Context: an optimization exercise on an open-source flow, tuned for small area and a short achievable clock period. The choices shown serve that exercise and are no tape-out recipe.
Power is estimated from default activity; no workload was simulated.

Setup of before:
==> flow/design.v <==
package soccer_pkg;
    typedef logic [23:0] rgb_t;
    typedef enum logic [1:0] {
        MATCH_KICKOFF = 2'd0,
        MATCH_PLAY    = 2'd1,
        MATCH_GOAL    = 2'd2
    } match_state_t;
    localparam int COORD_W = 12;
    localparam rgb_t SKY_BG     = 24'h070A12;
    localparam rgb_t GRASS_A    = 24'h0A5C1F;
    localparam rgb_t GRASS_B    = 24'h0D6A26;
    localparam rgb_t LINE_WHITE = 24'hF5F7FF;
    localparam rgb_t BALL_WHITE = 24'hF7F7F7;
    localparam rgb_t SCORE_BG   = 24'h0E1016;
    localparam rgb_t SCORE_FG   = 24'hECEFF4;
    localparam int PITCH_MARGIN = 16;
    localparam int BALL_R       = 4;
    localparam int GOAL_HALF    = 12;
    localparam int STRIPE_SHIFT = 3;
    localparam int DIGIT_SCALE  = 2;
    localparam int SB_LEFT      = 8;
    localparam int SB_GAP       = 3;
    localparam int SERVE_SPEED    = 2;
    localparam int KICKOFF_FRAMES = 4;
    localparam int GOAL_FRAMES    = 8;
endpackage
`timescale 1ns/1ps
module soccer_overlay #(
    parameter int H_ACTIVE = 1920,
    parameter int V_ACTIVE = 1080
) (
    input  logic             clk_i,
    input  logic             rst_i,
    input  logic             cen_i,
    input  logic             vid_sel_i,
    input  soccer_pkg::rgb_t vid_rgb_i,
    input  logic [1:0]       vh_blank_i,
    input  logic [2:0]       dvh_sync_i,
    output logic [2:0]       dvh_sync_o,
    output soccer_pkg::rgb_t vid_rgb_o
);
    localparam logic [2:0] C_SKY   = 3'd0;
    localparam logic [2:0] C_GRA   = 3'd1;
    localparam logic [2:0] C_GRB   = 3'd2;
    localparam logic [2:0] C_LINE  = 3'd3;
    localparam logic [2:0] C_BALL  = 3'd4;
    localparam logic [2:0] C_SBG   = 3'd5;
    localparam logic [2:0] C_SFG   = 3'd6;
    logic        de_i;
    logic        de_q;
    logic        adv_q;
    logic        clr_q;
    logic        tick_q;
    logic        fall_q;
    logic [10:0] py_q;
    logic        row0;
    logic [2:0]  sx;
    logic [2:0]  code_q;
    assign de_i = dvh_sync_i[2];
    assign row0 = fall_q ? (py_q == 11'd1079) : (py_q == 11'd0);
    always_ff @(posedge clk_i) begin
        if (rst_i) begin
            de_q   <= 1'b0;
            adv_q  <= 1'b0;
            clr_q  <= 1'b1;
            tick_q <= 1'b0;
            fall_q <= 1'b0;
            py_q   <= '0;
            code_q <= C_SKY;
        end else begin
            adv_q  <= cen_i & de_i;
            clr_q  <= cen_i & ~de_i;
            tick_q <= cen_i & de_i & ~de_q & row0;
            fall_q <= cen_i & ~de_i & de_q;
            if (fall_q) begin
                py_q <= (py_q == 11'd1079) ? 11'd0 : py_q + 1'b1;
            end
            if (cen_i) begin
                de_q   <= de_i;
                code_q <= de_i ? sx : C_SKY;
            end
        end
    end
    logic [10:0] xa_q;
    always_ff @(posedge clk_i) begin
        if (clr_q) begin
            xa_q <= 11'd2;
        end else if (adv_q && xa_q[10:7] != 4'b1111) begin
            xa_q <= xa_q + 1'b1;
        end
    end
    logic [3:0] ph_q;
    logic       odd_q;
    logic [3:0] half_q;
    logic [9:0] bd_q;
    logic [9:0] bd_next;
    logic       goal;
    assign bd_next = odd_q ? bd_q - 1'b1 : bd_q + 1'b1;
    assign goal    = odd_q ? (bd_q == 10'd9) : (bd_q == 10'd947);
    always_ff @(posedge clk_i) begin
        if (rst_i) begin
            ph_q   <= '0;
            odd_q  <= 1'b0;
            half_q <= '0;
            bd_q   <= 10'd478;
        end else if (tick_q) begin
            if (ph_q == 4'd4) begin
                bd_q <= bd_next;
                if (goal) begin
                    ph_q  <= 4'd8;
                    odd_q <= ~odd_q;
                    if (odd_q && half_q != 4'd9) begin
                        half_q <= half_q + 1'b1;
                    end
                end
            end else begin
                ph_q <= ph_q + 1'b1;
                if (ph_q == 4'd3) begin
                    bd_q <= bd_next;
                end
                if (ph_q == 4'd15) begin
                    bd_q <= 10'd478;
                end
            end
        end
    end
    logic       win_q;
    logic       win;
    logic [2:0] dk;
    assign dk = 3'(xa_q[3:1] - bd_q[2:0]);
    always_comb begin
        if (clr_q) begin
            win = 1'b0;
        end else if (!adv_q) begin
            win = win_q;
        end else if (win_q) begin
            win = (dk != 3'd6);
        end else begin
            win = (xa_q == {bd_q, 1'b0});
        end
    end
    always_ff @(posedge clk_i) begin
        win_q <= win;
    end
    function automatic logic [14:0] glyph(input logic [3:0] d);
        case (d)
            4'd0:    glyph = 15'b111_101_101_101_111;
            4'd1:    glyph = 15'b010_110_010_010_111;
            4'd2:    glyph = 15'b111_001_111_100_111;
            4'd3:    glyph = 15'b111_001_111_001_111;
            4'd4:    glyph = 15'b101_101_111_001_001;
            4'd5:    glyph = 15'b111_100_111_001_111;
            4'd6:    glyph = 15'b111_100_111_101_111;
            4'd7:    glyph = 15'b111_001_001_001_001;
            4'd8:    glyph = 15'b111_101_111_101_111;
            4'd9:    glyph = 15'b111_101_111_001_111;
            default: glyph = 15'b000_000_000_000_000;
        endcase
    endfunction
    logic [10:0] x;
    logic [10:0] y;
    logic        x_lo;
    logic        in_pitch;
    logic        on_line;
    logic        in_board;
    logic        ball_row;
    logic [2:0]  ball_r;
    logic        on_ball;
    logic        dig_a_x;
    logic        dig_b_x;
    logic        dig_y;
    logic [1:0]  gcol;
    logic [3:0]  digit;
    logic [14:0] gbits;
    logic [2:0]  grow_bits;
    logic        gpix;
    logic        lit;
    logic [2:0]  scene;
    always_comb begin
        x = xa_q;
        y = py_q;
        x_lo     = (x[10:6] == 5'd0);
        in_pitch = (x >= 11'd16) && (x <= 11'd1903) && (y >= 11'd16) && (y <= 11'd1063);
        on_line  = (x <= 11'd17) || (x >= 11'd1902) || (y <= 11'd17) || (y >= 11'd1062) ||
                   (x == 11'd959) || (x == 11'd960);
        in_board = x_lo && (x[5:0] >= 6'd8) && (x[5:0] <= 6'd33) &&
                   (y >= 11'd1067) && (y <= 11'd1078);
        ball_row = (y >= 11'd536) && (y <= 11'd544);
        case (y[3:0])
            4'd12:   ball_r = 3'd4;    
            4'd10,
            4'd11,
            4'd13,
            4'd14:   ball_r = 3'd3;
            4'd9,
            4'd15:   ball_r = 3'd2;
            default: ball_r = 3'd0;    
        endcase
        case (ball_r)
            3'd4:    on_ball = (dk <= 3'd3) || (dk == 3'd4 && !x[0]);
            3'd3:    on_ball = (dk <= 3'd3) && !(dk == 3'd0 && !x[0]);
            3'd2:    on_ball = (dk >= 3'd1) && (dk <= 3'd3) && !(dk == 3'd3 && x[0]);
            default: on_ball = (dk == 3'd2) && !x[0];
        endcase
        on_ball = on_ball && ball_row && win;
        dig_y   = (y >= 11'd1068) && (y <= 11'd1077);
        dig_a_x = x_lo && (x[5:0] >= 6'd12) && (x[5:0] <= 6'd17);
        dig_b_x = x_lo && (x[5:0] >= 6'd24) && (x[5:0] <= 6'd29);
        gcol    = dig_a_x ? 2'(x[2:1] + 2'd2) : x[2:1];
        digit   = (dig_a_x && odd_q && half_q != 4'd9) ? half_q + 1'b1 : half_q;
        gbits   = glyph(digit);
        case (y[4:1])
            4'd6:    grow_bits = gbits[14:12];
            4'd7:    grow_bits = gbits[11:9];
            4'd8:    grow_bits = gbits[8:6];
            4'd9:    grow_bits = gbits[5:3];
            default: grow_bits = gbits[2:0];
        endcase
        case (gcol)
            2'd0:    gpix = grow_bits[2];
            2'd1:    gpix = grow_bits[1];
            default: gpix = grow_bits[0];
        endcase
        lit     = (dig_a_x || dig_b_x) && dig_y && gpix;
        scene = C_SKY;
        if (in_pitch) begin
            scene = x[3] ? C_GRB : C_GRA;
            if (on_line) begin
                scene = C_LINE;
            end
        end
        if (on_ball) begin
            scene = C_BALL;
        end
        if (in_board) begin
            scene = lit ? C_SFG : C_SBG;
        end
    end
    logic [2:0] sx_q;
    always_comb begin
        if (clr_q) begin
            sx = C_SKY;
        end else if (adv_q) begin
            sx = scene;
        end else begin
            sx = sx_q;
        end
    end
    always_ff @(posedge clk_i) begin
        sx_q <= sx;
    end
    soccer_pkg::rgb_t colour;
    always_comb begin
        case (code_q)
            C_GRA:   colour = soccer_pkg::GRASS_A;
            C_GRB:   colour = soccer_pkg::GRASS_B;
            C_LINE:  colour = soccer_pkg::LINE_WHITE;
            C_BALL:  colour = soccer_pkg::BALL_WHITE;
            C_SBG:   colour = soccer_pkg::SCORE_BG;
            C_SFG:   colour = soccer_pkg::SCORE_FG;
            default: colour = soccer_pkg::SKY_BG;
        endcase
    end
    always_ff @(posedge clk_i) begin
        if (rst_i) begin
            vid_rgb_o  <= soccer_pkg::SKY_BG;
            dvh_sync_o <= 3'b000;
        end else if (cen_i) begin
            vid_rgb_o  <= (vid_sel_i && de_i) ? colour : vid_rgb_i;
            dvh_sync_o <= dvh_sync_i;
        end
    end
endmodule
Settings: LEC_CHECK=0, CAP_MARGIN=20, CORE_MARGIN=2, CORE_UTILIZATION=65, CTS_BUF_LIST=sky130_fd_sc_hd__clkbuf_8, SLEW_MARGIN=20; clock period 13.0 ns.
standard.sh (not shown) runs the stock make flow with config.mk's settings and CLKGATE_MAP_FILE= SYNTH_SCRIPT=/design/flow/synth_recipe.tcl, a recipe that flattens the netlist after the stock synthesis.
==> flow/flow/run.sh <==
#!/bin/bash
# The standard synthesis and layout, with three changes to how the layout
# is made: after the floorplan, OpenROAD's restructure re-maps the
# combinational logic for area (registers untouched); the ports get plain
# buffers instead of delay cells; and timing repair aims for 9.45 ns of
# setup slack. Each tool's output goes to a log file here.
set -euo pipefail
export BUFFER_PORTS_ARGS="-buffer_cell sky130_fd_sc_hd__buf_2"
export SETUP_SLACK_MARGIN=9.45
bash standard.sh synth > synth.log 2>&1
bash standard.sh floorplan > floorplan.log 2>&1
python3 flow/libfilter.py $FLOW_HOME/platforms/sky130hd/lib/sky130_fd_sc_hd__tt_025C_1v80.lib \
  rmp_cells.lib 'sky130_fd_sc_hd__lpflow_*' 'sky130_fd_sc_hd__probe*' > libfilter.log 2>&1
openroad -no_init -exit flow/restructure.tcl > restructure.log 2>&1
bash standard.sh > layout.log 2>&1
==> flow/flow/restructure.tcl <==
# Re-map the floorplan's combinational logic for area with OpenROAD's
# restructure (ABC), then write the floorplan back for placement. ABC maps
# to rmp_cells.lib, the platform library without its don't-use cells.
set res orfs/results/sky130hd/soccer_overlay/base
read_liberty $::env(FLOW_HOME)/platforms/sky130hd/lib/sky130_fd_sc_hd__tt_025C_1v80.lib
read_db $res/2_floorplan.odb
read_sdc $res/2_floorplan.sdc
source $::env(FLOW_HOME)/platforms/sky130hd/setRC.tcl
report_design_area
file mkdir rmp
restructure -target area -liberty_file rmp_cells.lib \
  -tielo_port sky130_fd_sc_hd__conb_1/LO -tiehi_port sky130_fd_sc_hd__conb_1/HI \
  -work_dir rmp -abc_logfile rmp/abc.log
# size up the remapped logic on paths short of the repair target
repair_timing -setup -setup_margin 9.45 -sequence "unbuffer,sizeup,swap" -verbose
report_design_area
write_db $res/2_floorplan.odb
Other scripts of this flow, unchanged in this note and not shown: flow/flow/libfilter.py
before reached the end of the flow, and the finished layout is clean on the timing, DRC and antenna checks.
#### Input delta (after over before)
diff --git a/flow/flow/run.sh b/flow/flow/run.sh
--- a/flow/flow/run.sh
+++ b/flow/flow/run.sh
@@ -3,9 +3,9 @@
 # is made: after the floorplan, OpenROAD's restructure re-maps the
 # combinational logic for area (registers untouched); the ports get plain
-# buffers instead of delay cells; and timing repair aims for 9.45 ns of
+# buffers instead of delay cells; and timing repair aims for 9.3 ns of
 # setup slack. Each tool's output goes to a log file here.
 set -euo pipefail
 export BUFFER_PORTS_ARGS="-buffer_cell sky130_fd_sc_hd__buf_2"
-export SETUP_SLACK_MARGIN=9.45
+export SETUP_SLACK_MARGIN=9.3
 bash standard.sh synth > synth.log 2>&1
 bash standard.sh floorplan > floorplan.log 2>&1
diff --git a/flow/flow/restructure.tcl b/flow/flow/restructure.tcl
--- a/flow/flow/restructure.tcl
+++ b/flow/flow/restructure.tcl
@@ -12,6 +12,4 @@
   -tielo_port sky130_fd_sc_hd__conb_1/LO -tiehi_port sky130_fd_sc_hd__conb_1/HI \
   -work_dir rmp -abc_logfile rmp/abc.log
-# size up the remapped logic on paths short of the repair target
-repair_timing -setup -setup_margin 9.45 -sequence "unbuffer,sizeup,swap" -verbose
 report_design_area
 write_db $res/2_floorplan.odb
## What came out
Internal power (before / after): 1.05
Comparing before and after, the lower cell area was measured on after.
Diff before -> after: power down 0.025 mW, clock skew has remained practically unchanged, final cell count now sits lower, final antenna-violating net count shows no meaningful change, post-CTS setup-driven buffer insertion count lost 2.
Via count sits lower in after than in before.
No run of this note included a check of the RTL's function; only the layout flow was run.

## re-timing with driven ports
Ports are ideal in the flow. The routed layouts listed here were re-timed in OpenROAD. Step 1, drivers: a clkbuf_16 drives clk_i and a buf_2 each remaining input, both assumed. Step 2 moves the port delays by t, midway between the first and last clock arrival at a register: inputs arrive t later, outputs are due t later. That takes back most of the time a late clock gives input paths. Three values: ideal, step 1, step 2; two values: the first two.
run	t, ns	setup slack, ns	worst setup path after step 2	clock arrival spread, ns
before	0.385	9.266 / 9.266 / 9.159	input to register	0.011 / 0.011
after	0.378	9.291 / 9.291 / 9.099	input to register	0.009 / 0.009
After both steps setup and hold are still met in every run listed. The setup slack of after, which loses most, moves by 0.000 ns with the drivers and by -0.192 ns with both steps.
